From an optimization exercise on the open Yosys and OpenROAD flow, aimed at small area; shortcuts taken in it are not production practice.
In this exercise RTL edits were held to simulation tests only and were not proved equivalent to the original.
No activity file was given, so power comes from the tool's default toggle rates.

Setup of pepper:
==> flow/design.v (excerpt) <==
module regfile_sb
#(
  parameter int XLEN   = regfile_pkg::XLEN_DEF,
  parameter int NREG   = regfile_pkg::NREG_DEF,
  parameter int NRP    = regfile_pkg::NRP_DEF,
  localparam int AW    = $clog2(NREG)
) (
  input  logic                     clk,
  input  logic                     reset,
  input  logic                     we,
  input  logic [AW-1:0]            waddr,
  input  logic [XLEN-1:0]          wdata,
  input  logic                     rsv_valid,
  input  logic [AW-1:0]            rsv_addr,
  input  logic [NRP-1:0]           rd_en,
  input  logic [NRP-1:0][AW-1:0]   raddr,
  output logic [NRP-1:0][XLEN-1:0] rdata,
  output logic [NRP-1:0]           rd_busy,
  output logic                     hazard,
  output logic [AW:0]              pend_cnt
);
==> module regfile_sb, before the edit <==
module regfile_sb
#(
  parameter int XLEN   = regfile_pkg::XLEN_DEF,
  parameter int NREG   = regfile_pkg::NREG_DEF,
  parameter int NRP    = regfile_pkg::NRP_DEF,
  localparam int AW    = $clog2(NREG)
) (
  input  logic                     clk,
  input  logic                     reset,
  input  logic                     we,
  input  logic [AW-1:0]            waddr,
  input  logic [XLEN-1:0]          wdata,
  input  logic                     rsv_valid,
  input  logic [AW-1:0]            rsv_addr,
  input  logic [NRP-1:0]           rd_en,
  input  logic [NRP-1:0][AW-1:0]   raddr,
  output logic [NRP-1:0][XLEN-1:0] rdata,
  output logic [NRP-1:0]           rd_busy,
  output logic                     hazard,
  output logic [AW:0]              pend_cnt
);
  logic [XLEN-1:0] regs   [1:NREG-1];
  logic [XLEN-1:0] regs_d [1:NREG-1];
  logic            run;       
  logic [NREG-1:1] vld;       
  logic [NREG-1:1] bq;        
  logic [NREG-1:1] wsel;      
  logic [NREG-1:1] nwr;       
  logic [NREG-1:1] rsel;      
  logic [NREG-1:1] rdok;      
  logic [NREG-1:1] bqa;       
  logic            wlive;
  logic            waw;
  logic            rsv_ok;
  logic            wr_busy;   
  assign wlive = we && !reset;
  always_ff @(posedge clk or posedge reset)
    if (reset) run <= 1'b0;
    else       run <= 1'b1;
  for (genvar r = 1; r < NREG; r++) begin : g_dec
    assign wsel[r] = wlive && (waddr == AW'(r));
    assign nwr[r]  = !wsel[r];
    assign rsel[r] = (rsv_addr == AW'(r));
    assign rdok[r] = vld[r] && run && nwr[r];
    assign bqa[r]  = bq[r] && run && nwr[r];
  end
  for (genvar r = 1; r < NREG; r++) begin : g_reg
    for (genvar b = 0; b < XLEN; b++) begin : g_b
      regfile_hold u_hold (
        .d (wdata[b]), .q (regs[r][b]), .wr (wsel[r]), .nwr (nwr[r]),
        .nd (regs_d[r][b])
      );
    end
    always_ff @(posedge clk)
      regs[r] <= regs_d[r];
    always_ff @(posedge clk)
      vld[r] <= wsel[r] || (vld[r] && run);
  end
  for (genvar i = 0; i < NRP; i++) begin : g_rd
    logic [NREG-1:0] rdec;
    logic [NREG-1:0] sel;
    for (genvar r = 1; r < NREG; r++) begin : g_s
      assign rdec[r] = (raddr[i] == AW'(r));
      assign sel[r]  = rdec[r] && rdok[r];
    end
    assign rdec[0] = 1'b0;
    assign sel[0]  = wlive && (waddr == raddr[i]) && (raddr[i] != '0);
    for (genvar b = 0; b < XLEN; b++) begin : g_b
      logic [NREG-1:0] col;
      assign col[0] = wdata[b];
      for (genvar r = 1; r < NREG; r++) begin : g_c
        assign col[r] = regs[r][b];
      end
      regfile_sel #(.N(32)) u_sel (.a(col), .s(sel), .y(rdata[i][b]));
    end
    logic [7:0] lo;
    logic [3:0] hi;
    for (genvar k = 0; k < 8; k++) begin : g_lo
      assign lo[k] = (raddr[i][2:0] == 3'(k));
    end
    for (genvar g = 0; g < 4; g++) begin : g_hi
      assign hi[g] = (raddr[i][4:3] == 2'(g));
    end
    regfile_lookup u_busy (.d({bqa, 1'b0}), .lo(lo), .hi(hi), .y(rd_busy[i]));
  end
  logic waw_hit;
  logic wr_hit;
  logic [AW:0] cnt;
  regfile_sel #(.N(31)) u_waw (.a(bqa), .s(rsel), .y(waw_hit));
  regfile_sel #(.N(31)) u_wbusy (.a(bq), .s(wsel), .y(wr_hit));
  assign wr_busy = wr_hit && run;
  assign waw     = rsv_valid && waw_hit;
  assign hazard  = (rd_en[0] && rd_busy[0]) || (rd_en[1] && rd_busy[1]) || waw;
  assign rsv_ok  = rsv_valid && (rsv_addr != '0) && !hazard && !reset;
  for (genvar r = 1; r < NREG; r++) begin : g_busy
    always_ff @(posedge clk)
      bq[r] <= (rsv_ok && rsel[r]) || bqa[r];
  end
  assign pend_cnt = cnt & {(AW+1){run}};
  always_ff @(posedge clk)
    if (rsv_ok != wr_busy)
      cnt <= rsv_ok ? pend_cnt + 1'b1 : pend_cnt - 1'b1;
    else
      cnt <= pend_cnt;
endmodule
clock: 10.0 ns
lec_check: 0
cap_margin: 25
core_margin: 2
core_utilization: 40
cts_buf_list: sky130_fd_sc_hd__clkbuf_4
cts_cluster_diameter: 40
cts_cluster_size: 10
slew_margin: 25
synth_hierarchical: 1
synth_minimum_keep_size: 0
standard.sh (not shown) runs the stock make flow with config.mk's settings and CLKGATE_MAP_FILE= SYNTH_SCRIPT=/design/flow/synth_recipe.tcl, a recipe that flattens the netlist after the stock synthesis.
==> flow/flow/run.sh <==
#!/bin/bash
# Own layout flow: the standard ORFS flow (standard.sh) with these changes:
#  - gates that synthesis sized up are set back to drive strength 1 after the
#    floorplan (flow/downsize.tcl); placement's repair then sizes what needs it,
#  - each port gets the smallest buffer instead of a delay-cell buffer,
#  - the clock tree uses small clock buffers in small clusters, without dummy loads.
# The full make output goes to flow_make.log; each ORFS step logs under orfs/logs/.
set -euo pipefail
here=$(cd "$(dirname "${BASH_SOURCE[0]}")" && pwd)
export POST_FLOORPLAN_TCL="$here/downsize.tcl"
export BUFFER_PORTS_ARGS="-buffer_cell sky130_fd_sc_hd__buf_1"
export CTS_ARGS="-sink_clustering_enable -repair_clock_nets -dont_use_dummy_load -buf_list sky130_fd_sc_hd__clkbuf_4 -sink_clustering_size 9 -sink_clustering_max_diameter 40"
bash standard.sh finish > flow_make.log 2>&1
==> flow/flow/downsize.tcl <==
# Set every combinational cell that synthesis sized up back to drive strength 1.
# Placement's repair_design then re-sizes or buffers whatever needs it, with real
# wire loads. Flip-flops and tap cells are left alone.
set n 0
foreach inst [[ord::get_db_block] getInsts] {
  set m [[$inst getMaster] getName]
  if {![regexp {^(sky130_fd_sc_hd__[a-z0-9]+)_([0-9]+)$} $m -> base drv]} { continue }
  if {$drv <= 1} { continue }
  if {[regexp {__(s?e?df|dl|tap|conb|lpflow)} $base]} { continue }
  set target ${base}_1
  if {[llength [get_lib_cells -quiet */$target]] == 0} { continue }
  replace_cell [$inst getName] $target
  incr n
}
puts "downsize: $n cells set to drive strength 1"
Input-level comparison between willow and pepper:
--- a/flow/design.v
+++ b/flow/design.v
@@ -15,4 +15,12 @@
 );
   assign nd = (d && wr) || (q && nwr);
+endmodule
+module regfile_and3 (
+  input  logic a,
+  input  logic b,
+  input  logic c,
+  output logic y
+);
+  assign y = a && b && c;
 endmodule
 module regfile_aoi3 (
@@ -128,11 +136,16 @@
   end
   for (genvar i = 0; i < NRP; i++) begin : g_rd
-    logic [NREG-1:0] rdec;
     logic [NREG-1:0] sel;
+    logic [7:0]      lo;      
+    logic [3:0]      hi;      
+    for (genvar k = 0; k < 8; k++) begin : g_lo
+      assign lo[k] = (raddr[i][2:0] == 3'(k));
+    end
+    for (genvar g = 0; g < 4; g++) begin : g_hi
+      assign hi[g] = (raddr[i][4:3] == 2'(g));
+    end
     for (genvar r = 1; r < NREG; r++) begin : g_s
-      assign rdec[r] = (raddr[i] == AW'(r));
-      assign sel[r]  = rdec[r] && rdok[r];
+      regfile_and3 u_s (.a(hi[r/8]), .b(lo[r%8]), .c(rdok[r]), .y(sel[r]));
     end
-    assign rdec[0] = 1'b0;
     assign sel[0]  = wlive && (waddr == raddr[i]) && (raddr[i] != '0);
     for (genvar b = 0; b < XLEN; b++) begin : g_b
@@ -143,12 +156,4 @@
       end
       regfile_sel #(.N(32)) u_sel (.a(col), .s(sel), .y(rdata[i][b]));
-    end
-    logic [7:0] lo;
-    logic [3:0] hi;
-    for (genvar k = 0; k < 8; k++) begin : g_lo
-      assign lo[k] = (raddr[i][2:0] == 3'(k));
-    end
-    for (genvar g = 0; g < 4; g++) begin : g_hi
-      assign hi[g] = (raddr[i][4:3] == 2'(g));
     end
     regfile_lookup u_busy (.d({bqa, 1'b0}), .lo(lo), .hi(hi), .y(rd_busy[i]));
## What came out
The effective utilization at floorplan on pepper is in line with that on willow.
Min ratio of total power to cell area across willow and pepper: pepper
pepper has a higher post-layout worst setup margin than willow.
On met2 capacity usage during global routing, the higher figure sits with willow, not pepper.
Net switching power figure for willow: about 0.6% up relative to pepper
Worst hold slack in willow is 0.043 ns lower than in pepper
Reported for willow and pepper, DRC violation count after routing turned out identical to the last digit.
Of willow and pepper, pepper shows the lower count of fill cells added during filler insertion, with willow above it.
Taking pepper as the reference, in willow highest fanout seen on the critical path now sits lower; post-synthesis instance area now sits at about the same level.
The final reports for willow and pepper show mean number of vias per cell higher in the former.
Compare willow and pepper | fmax higher: pepper

-- what the ideal ports hide --
How much do the figures lean on ideal ports? The routed layouts below were timed once more, with nothing changed but the port constraints.
Step 1: set_driving_cell puts a clkbuf_16 on clk and a buf_2 on each other input, an assumption about the parent block.
Step 2, shift: input delay + t, output delay - t, t = (earliest + latest rising clock arrival at the registers) / 2. This alone moves slack from input paths to output paths.
Slacks: ideal / step 1 / step 2; pairs: ideal / step 1.
| run | t (ns) | slack for setup (ns) | worst hold slack (ns) |
|---|---|---|---|
| pepper | 1.079 | 1.677 / 1.655 / 1.655 | 0.496 / 0.496 / 0.496 |
| willow | 1.151 | 1.590 / 1.567 / 1.567 | 0.453 / 0.453 / 0.453 |
After both steps setup and hold are still met in every run listed. The setup slack of willow, which loses most, moves by -0.023 ns with the drivers and by -0.023 ns with both steps.
